Context: an optimization exercise on an open-source flow, tuned for small area and a short achievable clock period. The choices shown serve that exercise and are no tape-out recipe. At most, simulation tests tie the RTL to the original design; equivalence was not proved. Power and IR drop assume default switching activity. No driver is modelled on the clock port, so clocking that relies on it looks cheaper here than on a real chip.

// eth_readout
module eth_readout (
	input  logic                  RCLK,
	input  logic                  RST_RESYNC,
	input  logic                  smp_wr_en_i,
	input  logic [11:0]           smp_data_i,
	input  logic                  smp_ovlp_i,
	input  logic                  l1a_wr_en_i,
	input  logic [23:0]           l1a_num_i,
	input  logic                  warn_i,
	input  logic                  txack_i,
	output logic [15:0]           txd_o,
	output logic                  txd_valid_o,
	output logic                  evt_buf_amt_o,
	output logic                  evt_buf_afl_o
);
Settings: LEC_CHECK=0, CAP_MARGIN=20, CORE_MARGIN=2, CORE_UTILIZATION=55, SETUP_SLACK_MARGIN=1.15, SLEW_MARGIN=20, SYNTH_HIERARCHICAL=1, SYNTH_MINIMUM_KEEP_SIZE=0; clock period 3.0 ns.
standard.sh (not shown) runs the stock make flow with config.mk's settings and CLKGATE_MAP_FILE= SYNTH_SCRIPT=/design/flow/synth_recipe.tcl, a recipe that flattens the netlist after the stock synthesis.
==> flow/flow/run.sh <==
#!/bin/bash
# Standard ORFS layout (the standard.sh, standard synthesis) with a few
# ORFS variables changed:
#  - port buffers are buf_4 cells, and sizing may change a cell's footprint,
#  - CTS without dummy loads and with larger sink clusters.
# Each step's full output is in synth.log / layout.log here and in orfs/logs.
set -euo pipefail
bash standard.sh synth > synth.log 2>&1
bash standard.sh MATCH_CELL_FOOTPRINT=0 \
  "BUFFER_PORTS_ARGS=-buffer_cell sky130_fd_sc_hd__buf_4" \
  "CTS_ARGS=-sink_clustering_enable -repair_clock_nets -dont_use_dummy_load -sink_clustering_size 24 -sink_clustering_max_diameter 80" \
  finish > layout.log 2>&1
Edit:
--- a/flow/flow/run.sh
+++ b/flow/flow/run.sh
@@ -4 +4 @@
-#  - port buffers are buf_4 cells, and sizing may change a cell's footprint,
+#  - port buffers are buf_2 cells, and sizing may change a cell's footprint,
@@ -10,2 +10,2 @@
-  "BUFFER_PORTS_ARGS=-buffer_cell sky130_fd_sc_hd__buf_4" \
-  "CTS_ARGS=-sink_clustering_enable -repair_clock_nets -dont_use_dummy_load -sink_clustering_size 24 -sink_clustering_max_diameter 80" \
+  "BUFFER_PORTS_ARGS=-buffer_cell sky130_fd_sc_hd__buf_2" \
+  "CTS_ARGS=-sink_clustering_enable -repair_clock_nets -dont_use_dummy_load -sink_clustering_size 28 -sink_clustering_max_diameter 200 -distance_between_buffers 200" \
- SETUP_SLACK_MARGIN: 1.15 -> 1.2
Outcome: The new run finished with timing, DRC and antenna clean; area after synthesis stays the same; final area goes up slightly; worst hold slack gains 0.36 ns; routed wire length goes up by a few percent; sequential power barely changes; clock-buffer cell count decreases by 6; worst setup slack gains 0.051 ns; combinational power rises by a few percent; via count goes up slightly; total power went down slightly; critical path depth went down by 3.

---

Another version of the RTL of eth_readout (not shown whole).
Size in the first run: about 940 flip-flops, ~62 I/O pins.
clock: 3.0 ns
lec_check: 0
abc_clock_period_in_ps: 1500
cap_margin: 20
core_margin: 2
core_utilization: 70
setup_slack_margin: 1.3
slew_margin: 20
==> flow/flow/run.sh <==
#!/bin/bash
# Standard ORFS layout (the standard.sh) with a few ORFS variables changed:
#  - sizing may change a cell's footprint (port buffers can be resized),
#  - CTS without dummy loads and with larger sink clusters.
set -euo pipefail
bash standard.sh synth > synth.log 2>&1
bash standard.sh MATCH_CELL_FOOTPRINT=0 \
  "CTS_ARGS=-sink_clustering_enable -repair_clock_nets -dont_use_dummy_load -sink_clustering_size 30 -sink_clustering_max_diameter 100" \
  finish > layout.log 2>&1
Next try:
SETUP_SLACK_MARGIN = 1.0   (was 1.3)
What happened: The changed run finished clean. First-iteration DRC count went down by about a fifth. Total power came out lower by a few percent. Hold slack is worse by 0.017 ns. Routed wire length falls by roughly a tenth. Non-clock buffer count came out lower by 86.
Next try:
ABC_CLOCK_PERIOD_IN_PS = unset   (was 1500)
CORE_UTILIZATION = 60   (was 70)
SETUP_SLACK_MARGIN = 1.3   (was 1.0)
What happened: Worst setup slack degrades by 0.0048 ns; clock skew increases by 0.021 ns; maximum frequency hardly moves; die area goes up by 16%; design area rose by 5.2%; synthesized cell count does not change; clock-buffer cell count stays the same; register-to-register slack stays flat; routed wire length climbs by about 5.5%; cell count increases by about 6%; core utilization goes down by 8.6 points.
Next try:
==> flow/run.sh (new file) <==
#!/bin/bash
# synth_recipe.tcl (not shown) runs the flow's synth.tcl, then flattens the netlist and writes it again
# the make line also repeats each setting of config.mk as NAME=value (left out here)
make -C /OpenROAD-flow-scripts/flow DESIGN_CONFIG=/design/flow/config.mk WORK_HOME=/design/flow/orfs CLKGATE_MAP_FILE= SYNTH_SCRIPT=/design/flow/synth_recipe.tcl finish
removed: flow/flow/run.sh
removed: flow/standard.sh
The changed run finished with timing, DRC and antenna clean.
Cell count rises by 6.9%.
First-iteration DRC count is higher by 11%.
Power climbs by 24%.
Critical path depth goes up by 1.
Register-to-register slack is worse by 0.02 ns.
Maximum frequency fell by 0.96%.
Design area came out higher by 8.2%.
Global-route usage went up by 3.0 points.
Setup slack loses 0.022 ns.
Synthesized area stays the same.
Clock skew fell by 0.0062 ns.
No run of this note included a check of the RTL's function; only the layout flow was run.

---

run a:
The RTL this note starts from:
==> flow/design.v <==
package readout_pkg;
	localparam logic [1:0] IDLE = 2'd0;
	localparam logic [1:0] SEND = 2'd1;
	localparam logic [1:0] DONE = 2'd2;
	localparam logic [15:0] MARKER_WORD = 16'h700C;
	localparam logic [15:0] CLOSE_WORD = 16'h7FFF;
	localparam logic [3:0] STATUS_NIBBLE = 4'h7;
	localparam int HDR_WORDS = 2;  
	localparam int TRL_WORDS = 4;  
	function automatic logic [14:0] crc15_d13(input logic [12:0] d, input logic [14:0] c);
		logic [14:0] n;
		integer i;
		n[0] = d[0] ^ c[2];
		for (i = 1; i <= 12; i = i + 1) begin
			n[i] = d[i-1] ^ d[i] ^ c[i+1] ^ c[i+2];
		end
		n[13] = d[12] ^ c[14] ^ c[0];
		n[14] = c[1];
		crc15_d13 = n;
	endfunction
endpackage
`timescale 1ns/10ps
module sync_fifo #(
	parameter int WIDTH = 13,
	parameter int DEPTH = 32,
	parameter int CW = 6
)(
	input  logic                  RCLK,
	input  logic                  phase_i,   
	input  logic                  do_wr_i,
	input  logic [WIDTH-1:0]      din_i,
	input  logic                  do_rd_i,
	input  logic [CW-1:0]         count_i,   
	output logic [WIDTH-1:0]      dout_o     
);
	logic [DEPTH-1:0][WIDTH-1:0] mem;
	logic [DEPTH:0] at;        
	logic [DEPTH-1:0] ld;      
	logic [DEPTH-1:0] sh;      
	logic [DEPTH-1:0] hd;      
	logic [WIDTH-1:0] din_x;
	localparam int NHI = DEPTH / 8 + 1;
	logic [7:0] at_lo;
	logic [NHI-1:0] at_hi;
	sync_fifo_dec #(.CW(CW), .NHI(NHI)) dec (
		.count_i(count_i), .lo_o(at_lo), .hi_o(at_hi)
	);
	always_comb begin
		for (int i = 0; i <= DEPTH; i++) at[i] = at_lo[i % 8] && at_hi[i / 8];
		for (int i = 0; i < DEPTH; i++) begin
			ld[i] = do_wr_i && (do_rd_i ? at[i+1] : at[i]);
			sh[i] = do_rd_i && !ld[i] && (i < DEPTH - 1);
			hd[i] = !ld[i] && !sh[i];
		end
	end
	assign din_x = din_i ^ {WIDTH{phase_i}};
	logic [DEPTH-1:0][WIDTH-1:0] mem_d;
	for (genvar i = 0; i < DEPTH; i++) begin : g_row
		sync_fifo_row #(.WIDTH(WIDTH)) row (
			.ld_i(ld[i]), .sh_i(sh[i]), .hd_i(hd[i]),
			.din_i(din_x), .next_i(mem[(i + 1) % DEPTH]), .self_i(mem[i]),
			.d_o(mem_d[i])
		);
	end
	always_ff @(posedge RCLK) begin
		mem <= mem_d;
	end
	assign dout_o = mem[0] ^ {WIDTH{phase_i}};
endmodule
module sync_fifo_row #(
	parameter int WIDTH = 13
)(
	input  logic             ld_i,
	input  logic             sh_i,
	input  logic             hd_i,
	input  logic [WIDTH-1:0] din_i,
	input  logic [WIDTH-1:0] next_i,
	input  logic [WIDTH-1:0] self_i,
	output logic [WIDTH-1:0] d_o
);
	assign d_o = ~(({WIDTH{ld_i}} & din_i) | ({WIDTH{sh_i}} & next_i) | ({WIDTH{hd_i}} & self_i));
endmodule
module sync_fifo_dec #(
	parameter int CW = 6,
	parameter int NHI = 5
)(
	input  logic [CW-1:0]  count_i,
	output logic [7:0]     lo_o,
	output logic [NHI-1:0] hi_o
);
	always_comb begin
		for (int k = 0; k < 8; k++) lo_o[k] = (count_i[2:0] == k);
		for (int k = 0; k < NHI; k++) hi_o[k] = (count_i[CW-1:3] == k);
	end
endmodule
`timescale 1ns/10ps
`timescale 1ns/10ps
`timescale 1ns/10ps
module eth_readout (
	input  logic                  RCLK,
	input  logic                  RST_RESYNC,
	input  logic                  smp_wr_en_i,
	input  logic [11:0]           smp_data_i,
	input  logic                  smp_ovlp_i,
	input  logic                  l1a_wr_en_i,
	input  logic [23:0]           l1a_num_i,
	input  logic                  warn_i,
	input  logic                  txack_i,
	output logic [15:0]           txd_o,
	output logic                  txd_valid_o,
	output logic                  evt_buf_amt_o,
	output logic                  evt_buf_afl_o
);
	function automatic logic [5:0] inc6(input logic [5:0] v);
		logic c;
		c = 1'b1;
		for (int b = 0; b < 6; b++) begin
			inc6[b] = v[b] ^ c;
			c = c & v[b];
		end
	endfunction
	function automatic logic [5:0] dec6(input logic [5:0] v);
		logic c;
		c = 1'b1;
		for (int b = 0; b < 6; b++) begin
			dec6[b] = v[b] ^ c;
			c = c & ~v[b];
		end
	endfunction
	logic phase;
	always_ff @(posedge RCLK) begin
		phase <= ~phase;
	end
	logic send;         
	logic done;         
	logic [3:0] slot;
	logic rd_phase;     
	logic adv;
	logic smp_rd;
	assign adv = send && txack_i;
	assign smp_rd = rd_phase && txack_i;
	logic [5:0] smp_count;
	logic smp_do_wr;
	logic smp_inc;
	logic smp_dec;
	logic [12:0] smp_head;
	logic amt_n;        
	assign evt_buf_amt_o = ~amt_n;
	assign smp_do_wr = smp_wr_en_i && (!smp_count[5] || smp_rd);
	assign smp_inc = smp_do_wr && !smp_rd;
	assign smp_dec = smp_rd && !smp_do_wr;
	always_ff @(posedge RCLK or posedge RST_RESYNC) begin
		if (RST_RESYNC) begin
			smp_count <= '0;
			amt_n <= 1'b0;
			evt_buf_afl_o <= 1'b0;
		end else begin
			if (smp_inc) smp_count <= inc6(smp_count);
			else if (smp_dec) smp_count <= dec6(smp_count);
			amt_n <= smp_inc ? (smp_count > 6'd3) : smp_dec ? (smp_count > 6'd5) : (smp_count > 6'd4);
			evt_buf_afl_o <= smp_inc ? (smp_count >= 6'd27) : smp_dec ? (smp_count >= 6'd29) : (smp_count >= 6'd28);
		end
	end
	sync_fifo #(.WIDTH(13), .DEPTH(32), .CW(6)) smp_fifo (
		.RCLK(RCLK), .phase_i(phase),
		.do_wr_i(smp_do_wr), .din_i({smp_ovlp_i, smp_data_i}),
		.do_rd_i(smp_rd), .count_i(smp_count), .dout_o(smp_head)
	);
	logic [4:0] l1a_count;
	logic l1a_do_wr;
	logic [24:0] l1a_head;
	assign l1a_do_wr = l1a_wr_en_i && (!l1a_count[4] || done);
	always_ff @(posedge RCLK or posedge RST_RESYNC) begin
		if (RST_RESYNC) begin
			l1a_count <= '0;
		end else begin
			if (l1a_do_wr && !done) l1a_count <= 5'(inc6({1'b0, l1a_count}));
			else if (done && !l1a_do_wr) l1a_count <= 5'(dec6({1'b0, l1a_count}));
		end
	end
	sync_fifo #(.WIDTH(25), .DEPTH(16), .CW(5)) l1a_fifo (
		.RCLK(RCLK), .phase_i(phase),
		.do_wr_i(l1a_do_wr), .din_i({warn_i, l1a_num_i}),
		.do_rd_i(done), .count_i(l1a_count), .dout_o(l1a_head)
	);
	always_ff @(posedge RCLK or posedge RST_RESYNC) begin
		if (RST_RESYNC) begin
			send <= 1'b0;
			done <= 1'b0;
			slot <= '0;
			rd_phase <= 1'b0;
		end else begin
			done <= adv && (slot == 4'd13);
			if (send) begin
				if (adv && slot == 4'd13) send <= 1'b0;
			end else if (!done) begin
				send <= (l1a_count != '0) && (smp_count[5:3] != '0);
			end
			if (!send) slot <= '0;
			else if (txack_i) slot <= 4'(inc6({2'b00, slot}));
			rd_phase <= send && (txack_i ? (slot >= 4'd1 && slot <= 4'd8) : (slot >= 4'd2 && slot <= 4'd9));
		end
	end
	logic [12:0] word1;  
	logic [3:0] slot1;
	logic [14:0] crc;
	logic valid1;
	always_ff @(posedge RCLK) begin
		if (adv) begin
			slot1 <= slot;
			if (slot == 4'd0) word1 <= {1'b0, l1a_head[23:12]};
			else if (slot == 4'd1) word1 <= {1'b0, l1a_head[11:0]};
			else word1 <= {~smp_head[12], smp_head[11:0]};
			if (slot == 4'd0) crc <= '0;
			else crc <= readout_pkg::crc15_d13({1'b0, word1[11:0]}, crc);
		end
	end
	always_ff @(posedge RCLK) begin
		case (slot1)
			4'd10: txd_o <= {1'b0, crc};
			4'd11: txd_o <= readout_pkg::MARKER_WORD;
			4'd12: txd_o <= {readout_pkg::STATUS_NIBBLE, l1a_head[5:0], l1a_count, l1a_head[24]};
			4'd13: txd_o <= readout_pkg::CLOSE_WORD;
			default: txd_o <= {1'b0, word1[12], 2'b00, word1[11:0]};
		endcase
	end
	always_ff @(posedge RCLK or posedge RST_RESYNC) begin
		if (RST_RESYNC) begin
			valid1 <= 1'b0;
			txd_valid_o <= 1'b0;
		end else begin
			if (txack_i) valid1 <= adv;
			txd_valid_o <= txack_i && valid1;
		end
	end
endmodule
export LEC_CHECK = 0
export CAP_MARGIN = 20
export CORE_MARGIN = 2
export CORE_UTILIZATION = 70
export SETUP_SLACK_MARGIN = 1.0
export SLEW_MARGIN = 20
export SYNTH_HIERARCHICAL = 1
export SYNTH_MINIMUM_KEEP_SIZE = 0
create_clock -name core_clock -period 3.0 [get_ports {RCLK}]
run.sh (not shown) runs the stock make flow with config.mk's settings and CLKGATE_MAP_FILE= SYNTH_SCRIPT=/design/flow/synth_recipe.tcl, a recipe that flattens the netlist after the stock synthesis.
Stock flow here: none of the scripts above is used.
For run b, these inputs were changed with respect to run a:
==> flow/flow/run.sh (new file) <==
#!/bin/bash
# Standard ORFS layout (the standard.sh, standard synthesis) with a few
# ORFS variables changed:
#  - port buffers are buf_4 cells, and sizing may change a cell's footprint,
#  - CTS without dummy loads and with larger sink clusters.
# Each step's full output is in synth.log / layout.log here and in orfs/logs.
set -euo pipefail
bash standard.sh synth > synth.log 2>&1
bash standard.sh MATCH_CELL_FOOTPRINT=0 \
  "BUFFER_PORTS_ARGS=-buffer_cell sky130_fd_sc_hd__buf_4" \
  "CTS_ARGS=-sink_clustering_enable -repair_clock_nets -dont_use_dummy_load -sink_clustering_size 24 -sink_clustering_max_diameter 80" \
  finish > layout.log 2>&1
==> flow/standard.sh (new file) <==
#!/bin/bash
# synth_recipe.tcl (not shown) runs the flow's synth.tcl, then flattens the netlist and writes it again
# the make line also repeats each setting of config.mk as NAME=value (left out here)
make -C /OpenROAD-flow-scripts/flow DESIGN_CONFIG=/design/flow/config.mk WORK_HOME=/design/flow/orfs CLKGATE_MAP_FILE= SYNTH_SCRIPT=/design/flow/synth_recipe.tcl "${@:-finish}"
removed: flow/run.sh
### Flow results
- Portion of the post-synthesis area used by sequential elements came out exactly the same in run a and run b.
- Total routed wire length on the met1 layer in run b is 4.4% lower than in run a
- Post-layout minimum cycle time was higher in the run labelled run a.
- Per the comparison of run b with run a, total power shrank by about 12%; clock-buffer cell count shows a reduction of 76.
- Run b vs run a, fraction of the core area covered by cells at the end of the flow went down by 5.6 points.
- Run a ended up with l1a_count[2]$_DFFE_PP0P_ as its worst setup path startpoint; run b ended up with rd_phase$_DFF_PP0_.
- Note that the cell area recorded for run b amounts to 0.935 times the value seen in run a.

-- port drivers added, routing unchanged --
In the flow no input, the clock included, has a driving cell. The finished layouts below were timed again as built, in two steps. Step 1, drivers: a clkbuf_16 drives RCLK and a buf_2 each remaining input, both assumed. Step 2 moves the port delays by t, midway between the first and last clock arrival at a register: inputs arrive t later, outputs are due t later. That takes back most of the time a late clock gives input paths. a / b / c = no drivers / after step 1 / after step 2; a / b = the first two.
run	t, ns	setup WS [ns]	cell pins on the clock port's net
the first run of note 1	0.655	1.155 / 1.111 / 0.806	1
the second run of note 1	0.643	1.206 / 1.143 / 0.675	1
the first run of note 2	0.663	0.684 / 0.684 / 0.684	1
the second run of note 2	0.643	0.707 / 0.707 / 0.357	1
the third run of note 2	0.662	0.703 / 0.703 / 0.580	1
the fourth run of note 2	0.720	0.680 / 0.680 / 0.307	1
run a	0.686	0.396 / 0.396 / -0.219	1
run b	0.662	0.832 / 0.832 / 0.428	1
With both steps, setup timing fails in run a, where it was met with ideal ports. For run a, which loses most, drivers alone change the setup slack by 0.000 ns; drivers and shift together by -0.615 ns.
